Source: an optimization exercise on an open RTL-to-GDS flow (aim: small area). Production flows keep margins and buffers that such runs may drop. At most, simulation tests tie the RTL to the original design; equivalence was not proved. Power figures rest on the tool's default switching activity, not on a simulated workload.

violet:
## pulse_train_peak_capture
module pulse_train_peak_capture
#(
    parameter int SENSOR_BITS = ptpc_pkg::SENSOR_BITS_DEF,
    parameter int US_PER_MS   = ptpc_pkg::US_PER_MS_DEF
)
(
    input  logic                        clk,
    input  logic                        rst_n,
    input  logic                        in_valid,
    output logic                        in_stall,
    input  logic [1:0]                  cmd,
    input  logic [31:0]                 now_us,
    input  logic [SENSOR_BITS-1:0]      hall_low_mv,
    input  logic [SENSOR_BITS-1:0]      hall_high_mv,
    output logic                        out_valid,
    input  logic                        out_stall,
    output logic                        run_active,
    output logic                        run_finished,
    output logic [7:0]                  pwm_level,
    output logic [2:0]                  phase_code,
    output logic [7:0]                  pulse_number,
    output logic [SENSOR_BITS-1:0]      peak_low_mv,
    output logic [SENSOR_BITS-1:0]      peak_high_mv,
    output logic signed [SENSOR_BITS:0] peak_low_delta,
    output logic signed [SENSOR_BITS:0] peak_high_delta,
    input  logic                        cfg_valid,
    output logic                        cfg_ready,
    input  logic [2:0]                  cfg_index,
    input  logic [15:0]                 cfg_data
);
Size in the first run: roughly 180 I/O pins, about 15000 um^2 of cells after synthesis.
export LEC_CHECK = 0
export ABC_AREA = 1
export CAP_MARGIN = 0
export CORE_MARGIN = 2
export CORE_UTILIZATION = 65
export SLEW_MARGIN = 0
create_clock -name core_clock -period 8.0 [get_ports {clk}]
standard.sh (not shown) runs the stock make flow with config.mk's settings and CLKGATE_MAP_FILE= SYNTH_SCRIPT=/design/flow/synth_recipe.tcl, a recipe that flattens the netlist after the stock synthesis.
==> flow/flow/run.sh <==
#!/bin/bash
# Standard layout (bash standard.sh), with two changes passed to ORFS:
#  - the port buffers are the smallest buffer, sky130_fd_sc_hd__buf_1;
#  - the clock tree uses clkbuf_4 buffers in clusters of at most 9 sinks,
#    without dummy loads.
# Each tool writes its full output to its own log under orfs/logs/; make's
# own output goes to flow_make.log in this folder.
set -euo pipefail
export BUFFER_PORTS_ARGS="-buffer_cell sky130_fd_sc_hd__buf_1"
export CTS_ARGS="-sink_clustering_enable -repair_clock_nets -buf_list sky130_fd_sc_hd__clkbuf_4 -sink_clustering_size 9 -sink_clustering_max_diameter 50 -dont_use_dummy_load"
bash standard.sh finish > flow_make.log 2>&1
Inputs modified between violet and nickel:
==> flow/flow/run.sh <==
#!/bin/bash
# Standard layout (bash standard.sh) with three changes passed to ORFS:
#  - synthesis maps with flow/abc_area.script in place of ORFS's ABC area
#    script (a copy of ORFS's scripts folder, scripts_abc/, differs from it
#    in that one file; the registers, and every other step, are unchanged);
#  - the port buffers are the smallest buffer, sky130_fd_sc_hd__buf_1;
#  - the clock tree uses clkbuf_4 buffers in clusters of at most 9 sinks,
#    without dummy loads.
# Each tool writes its full output to its own log under orfs/logs/; make's
# own output goes to flow_make.log in this folder.
set -euo pipefail
rm -rf scripts_abc
cp -r "$FLOW_HOME/scripts" scripts_abc
cp flow/abc_area.script scripts_abc/abc_area.script
export BUFFER_PORTS_ARGS="-buffer_cell sky130_fd_sc_hd__buf_1"
export CTS_ARGS="-sink_clustering_enable -repair_clock_nets -buf_list sky130_fd_sc_hd__clkbuf_4 -sink_clustering_size 9 -sink_clustering_max_diameter 50 -dont_use_dummy_load"
bash standard.sh SCRIPTS_DIR="$PWD/scripts_abc" finish > flow_make.log 2>&1
==> flow/flow/abc_area.script (new file) <==
strash
dc2
dch -f
map -a
topo
stime -c
-- flow/config.mk --
<<< violet, line 9
export CAP_MARGIN = 0
export CORE_MARGIN = 2
export CORE_UTILIZATION = 65
export SLEW_MARGIN = 0
>>> nickel, line 9
export CAP_MARGIN = 0
export CORE_MARGIN = 2
export CORE_UTILIZATION = 40
export SLEW_MARGIN = 0
Results
Between nickel and violet, hold slack is lower for nickel, violet comes in above that.
On count of clock-buffer cells in the layout: between nickel and violet, it ends up higher for nickel.
Going from violet to nickel, post-synthesis cell type count shrank by more than a quarter.
Run comparison: nickel beginning of the critical path stamp_reg[5]$_DFFE_PP_; violet beginning of the critical path s1_hi_reg[0]$_DFFE_PP_
nickel against violet: wire length of the first global-routing pass moved up, share of power burned in the clock network moved up.
Delta(power per unit of standard cell area, nickel - violet) < 0
Diff nickel and violet: parity-gate share of the synthesized area counting xor and xnor cells higher in violet
Comparing switching fraction of total power for nickel and violet, the bigger number came from violet.
Input-level comparison between lagoon and nickel:
-- flow/config.mk --
<<< nickel, line 9
export CAP_MARGIN = 0
export CORE_MARGIN = 2
export CORE_UTILIZATION = 40
export SLEW_MARGIN = 0
>>> lagoon, line 9
export CAP_MARGIN = 0
export CORE_MARGIN = 2
export CORE_UTILIZATION = 65
export SLEW_MARGIN = 0
--- outcome ---
- lagoon ends up with lower aggregate routed wire length than nickel does.
- Changes observed in lagoon relative to nickel: die area saw a decrease; antenna cell count saw a decrease.
- Looking at the reports, lagoon completed the entire flow and the layout it produced met the timing, design-rule and antenna checks.
## Diff of input files: indigo against lagoon
-- flow/config.mk --
<<< lagoon, line 9
export CAP_MARGIN = 0
export CORE_MARGIN = 2
export CORE_UTILIZATION = 65
export SLEW_MARGIN = 0
>>> indigo, line 9
export CAP_MARGIN = 0
export CORE_MARGIN = 2
export CORE_UTILIZATION = 75
export SLEW_MARGIN = 0
Taking lagoon as the reference, in indigo final cell count shows a reduction of 20, core region area shows a reduction of 14%, maximum clock rate shows a reduction of 1.2%, count of buffering cells on the critical path with inverters included shows a reduction of 3.


pulse_train_peak_capture, a different RTL version from the one above (not shown whole).
Size: ~1,700 cells after synthesis, roughly 180 I/O pins, roughly 16,000 sq um of cells after synthesis.
clock: 8.0 ns
lec_check: 0
abc_area: 1
cap_margin: 20
core_margin: 2
core_utilization: 40
slew_margin: 20
==> flow/flow/run.sh <==
#!/bin/bash
# Standard layout, with the smallest buffer on the ports and a lighter clock tree
# (no dummy clock loads). Each tool's output goes to its own log under
# orfs/logs; make's own output goes to flow_make.log here.
set -euo pipefail
export BUFFER_PORTS_ARGS="-buffer_cell sky130_fd_sc_hd__buf_1"
export CTS_ARGS="-sink_clustering_enable -repair_clock_nets -buf_list sky130_fd_sc_hd__clkbuf_4 -sink_clustering_size 9 -sink_clustering_max_diameter 50 -dont_use_dummy_load"
bash standard.sh finish > flow_make.log 2>&1
Edit:
--- a/flow/flow/run.sh
+++ b/flow/flow/run.sh
@@ -6,3 +6,3 @@
 export BUFFER_PORTS_ARGS="-buffer_cell sky130_fd_sc_hd__buf_1"
-export CTS_ARGS="-sink_clustering_enable -repair_clock_nets -buf_list sky130_fd_sc_hd__clkbuf_4 -sink_clustering_size 9 -sink_clustering_max_diameter 50 -dont_use_dummy_load"
+export CTS_ARGS="-sink_clustering_enable -repair_clock_nets -buf_list sky130_fd_sc_hd__clkbuf_8 -sink_clustering_size 15 -sink_clustering_max_diameter 60 -dont_use_dummy_load"
 bash standard.sh finish > flow_make.log 2>&1
Effect: The changed run passed the timing, design-rule and antenna checks. Wire length went down by 1.3%. Clock-buffer cell count went down by 13. Maximum frequency went down by 0.81%.
No run of this note included a check of the RTL's function; only the layout flow was run.


Another version of the RTL of pulse_train_peak_capture (not shown whole).
Size in the first run: roughly 180 I/O pins, roughly 0.015 mm2 of cells after synthesis.
Settings: LEC_CHECK=0, ABC_AREA=1, CAP_MARGIN=0, CORE_MARGIN=2, CORE_UTILIZATION=40, SLEW_MARGIN=0; clock period 8.0 ns.
==> flow/flow/run.sh <==
#!/bin/bash
# Standard layout (bash standard.sh) with three changes passed to ORFS:
#  - synthesis maps with flow/abc_area.script in place of ORFS's ABC area
#    script (a copy of ORFS's scripts folder, scripts_abc/, differs from it
#    in that one file; the registers, and every other step, are unchanged);
#  - the port buffers are the smallest buffer, sky130_fd_sc_hd__buf_1;
#  - the clock tree uses clkbuf_4 buffers in clusters of at most 9 sinks,
#    without dummy loads.
# Each tool writes its full output to its own log under orfs/logs/; make's
# own output goes to flow_make.log in this folder.
set -euo pipefail
rm -rf scripts_abc
cp -r "$FLOW_HOME/scripts" scripts_abc
cp flow/abc_area.script scripts_abc/abc_area.script
export BUFFER_PORTS_ARGS="-buffer_cell sky130_fd_sc_hd__buf_1"
export CTS_ARGS="-sink_clustering_enable -repair_clock_nets -buf_list sky130_fd_sc_hd__clkbuf_4 -sink_clustering_size 9 -sink_clustering_max_diameter 50 -dont_use_dummy_load"
bash standard.sh SCRIPTS_DIR="$PWD/scripts_abc" finish > flow_make.log 2>&1
==> flow/flow/abc_area.script <==
strash
dc2
dch -f
map
topo
stime -c
Edit:
==> flow/flow/run.sh (replaced) <==
#!/bin/bash
# Standard layout (bash standard.sh), with two changes passed to ORFS:
#  - the port buffers are the smallest buffer, sky130_fd_sc_hd__buf_1;
#  - the clock tree uses clkbuf_4 buffers in clusters of at most 9 sinks,
#    without dummy loads.
# Each tool writes its full output to its own log under orfs/logs/; make's
# own output goes to flow_make.log in this folder.
set -euo pipefail
export BUFFER_PORTS_ARGS="-buffer_cell sky130_fd_sc_hd__buf_1"
export CTS_ARGS="-sink_clustering_enable -repair_clock_nets -buf_list sky130_fd_sc_hd__clkbuf_4 -sink_clustering_size 9 -sink_clustering_max_diameter 50 -dont_use_dummy_load"
bash standard.sh finish > flow_make.log 2>&1
--- a/flow/config.mk
+++ b/flow/config.mk
@@ -8,5 +8,5 @@
 export ABC_AREA = 1
-export CAP_MARGIN = 0
+export CAP_MARGIN = 20
 export CORE_MARGIN = 2
 export CORE_UTILIZATION = 40
-export SLEW_MARGIN = 0
+export SLEW_MARGIN = 20
removed: flow/flow/abc_area.script
Effect:
- The new run finished clean
- flip-flop and latch count stays the same
- cell area is higher by 1.2%
- cell count is higher by 8.4%
- setup slack improved by 71 ps
- clock-buffer cell count is lower by 4
- synthesized area is higher by 3.3%
- worst hold slack improved by 23 ps
- power is higher by 4.4%


Starting RTL as in the previous note.
==> flow/config.mk <==
export PLATFORM = sky130hd
export DESIGN_NAME = pulse_train_peak_capture
export DESIGN_NICKNAME = pulse_train_peak_capture
export VERILOG_FILES = /design/flow/design.v
export SDC_FILE = /design/flow/constraint.sdc
export NUM_CORES = 4
export LEC_CHECK = 0
export ABC_AREA = 1
export CAP_MARGIN = 0
export CORE_MARGIN = 2
export CORE_UTILIZATION = 40
export SLEW_MARGIN = 0
==> flow/constraint.sdc <==
create_clock -name core_clock -period 8.0 [get_ports {clk}]
set_input_delay 1.6000 -clock core_clock [delete_from_list [all_inputs] [get_ports {clk}]]
set_output_delay 1.6000 -clock core_clock [all_outputs]
set_load 0.01 [all_outputs]
==> flow/flow/run.sh <==
#!/bin/bash
# Standard layout (bash standard.sh), with two changes passed to ORFS:
#  - the port buffers are the smallest buffer, sky130_fd_sc_hd__buf_1;
#  - the clock tree uses clkbuf_4 buffers in clusters of at most 9 sinks,
#    without dummy loads.
# Each tool writes its full output to its own log under orfs/logs/; make's
# own output goes to flow_make.log in this folder.
set -euo pipefail
export BUFFER_PORTS_ARGS="-buffer_cell sky130_fd_sc_hd__buf_1"
export CTS_ARGS="-sink_clustering_enable -repair_clock_nets -buf_list sky130_fd_sc_hd__clkbuf_4 -sink_clustering_size 9 -sink_clustering_max_diameter 50 -dont_use_dummy_load"
bash standard.sh finish > flow_make.log 2>&1
==> next run, changes <==
--- a/flow/flow/run.sh
+++ b/flow/flow/run.sh
@@ -1,3 +1,6 @@
 #!/bin/bash
-# Standard layout (bash standard.sh), with two changes passed to ORFS:
+# Standard layout (bash standard.sh) with three changes passed to ORFS:
+#  - synthesis maps with flow/abc_area.script in place of ORFS's ABC area
+#    script (a copy of ORFS's scripts folder, scripts_abc/, differs from it
+#    in that one file; the registers, and every other step, are unchanged);
 #  - the port buffers are the smallest buffer, sky130_fd_sc_hd__buf_1;
@@ -8,4 +11,7 @@
 set -euo pipefail
+rm -rf scripts_abc
+cp -r "$FLOW_HOME/scripts" scripts_abc
+cp flow/abc_area.script scripts_abc/abc_area.script
 export BUFFER_PORTS_ARGS="-buffer_cell sky130_fd_sc_hd__buf_1"
 export CTS_ARGS="-sink_clustering_enable -repair_clock_nets -buf_list sky130_fd_sc_hd__clkbuf_4 -sink_clustering_size 9 -sink_clustering_max_diameter 50 -dont_use_dummy_load"
-bash standard.sh finish > flow_make.log 2>&1
+bash standard.sh SCRIPTS_DIR="$PWD/scripts_abc" finish > flow_make.log 2>&1
==> flow/flow/abc_area.script (new file) <==
strash
dc2
dch -f
amap
topo
stime -c
The changed run finished but failed the layout checks on negative setup slack.
Die area came out lower by 4.9%.
Final cell count fell by 10%.
Routed wire length rose by 0.83%.
Global-route usage rises by 0.74 points.
Utilization increases by 2.9 points.
Critical path depth grows by 24.
Clock power increases by about 2%.
==> next run, changes <==
==> flow/flow/abc_area.script (replaced) <==
strash
dc2
dch -f
map -a
topo
stime -c
With this change the flow finished clean.
Hold slack gains 0.026 ns.
Global-route usage is lower by 0.38 points.
Wire length is lower by 0.35%.
Worst setup slack gains 1.3 ns.

port drivers added, routing unchanged:
The results above use ideal ports. As a check the final layouts listed here were re-extracted and re-timed, cells and wires unchanged.
Step 1 assumes that a clkbuf_16 drives the clock port and a buf_2 every other input.
Step 2 adds t to the input delays and takes it off the output delays; t is the mean of the earliest and latest rising clock arrival at the registers after step 1. Input paths then give back, and output paths get back, about the clock's delay inside the block.
Three values: no drivers, after step 1, after step 2; two values: the first two.
| run | t, ns | setup WS [ns] | hold slack, ns | clock arrival spread, ns | worst register clock-pin slew, ns |
|---|---|---|---|---|---|
| violet | 0.670 | 1.010 / 1.010 / 1.010 | 0.451 / 0.451 / 0.451 | 0.060 / 0.060 | 0.10 / 0.10 |
| nickel | 0.768 | 0.474 / 0.474 / 0.474 | 0.421 / 0.421 / 0.421 | 0.083 / 0.083 | 0.10 / 0.10 |
| lagoon | 0.656 | 0.489 / 0.489 / 0.489 | 0.463 / 0.463 / 0.463 | 0.070 / 0.070 | 0.11 / 0.11 |
| indigo | 0.664 | 0.395 / 0.395 / 0.395 | 0.461 / 0.461 / 0.461 | 0.063 / 0.063 | 0.10 / 0.10 |
| the first run of note 2 | 0.734 | 1.269 / 1.269 / 1.269 | 0.449 / 0.449 / 0.449 | 0.065 / 0.065 | 0.11 / 0.11 |
| the second run of note 2 | 0.628 | 1.214 / 1.214 / 1.214 | 0.445 / 0.445 / 0.445 | 0.045 / 0.044 | 0.10 / 0.10 |
| the first run of note 3 | 0.745 | 0.361 / 0.361 / 0.361 | 0.437 / 0.437 / 0.437 | 0.085 / 0.084 | 0.10 / 0.10 |
| the second run of note 3 | 0.750 | 0.432 / 0.432 / 0.432 | 0.460 / 0.460 / 0.460 | 0.091 / 0.092 | 0.11 / 0.11 |
| the first run of note 4 | 0.740 | 0.497 / 0.497 / 0.497 | 0.459 / 0.459 / 0.459 | 0.076 / 0.076 | 0.11 / 0.11 |
| the second run of note 4 | 0.703 | -0.981 / -0.981 / -0.981 | 0.439 / 0.439 / 0.439 | 0.072 / 0.072 | 0.10 / 0.10 |
| the third run of note 4 | 0.745 | 0.363 / 0.363 / 0.363 | 0.466 / 0.466 / 0.466 | 0.084 / 0.084 | 0.10 / 0.10 |
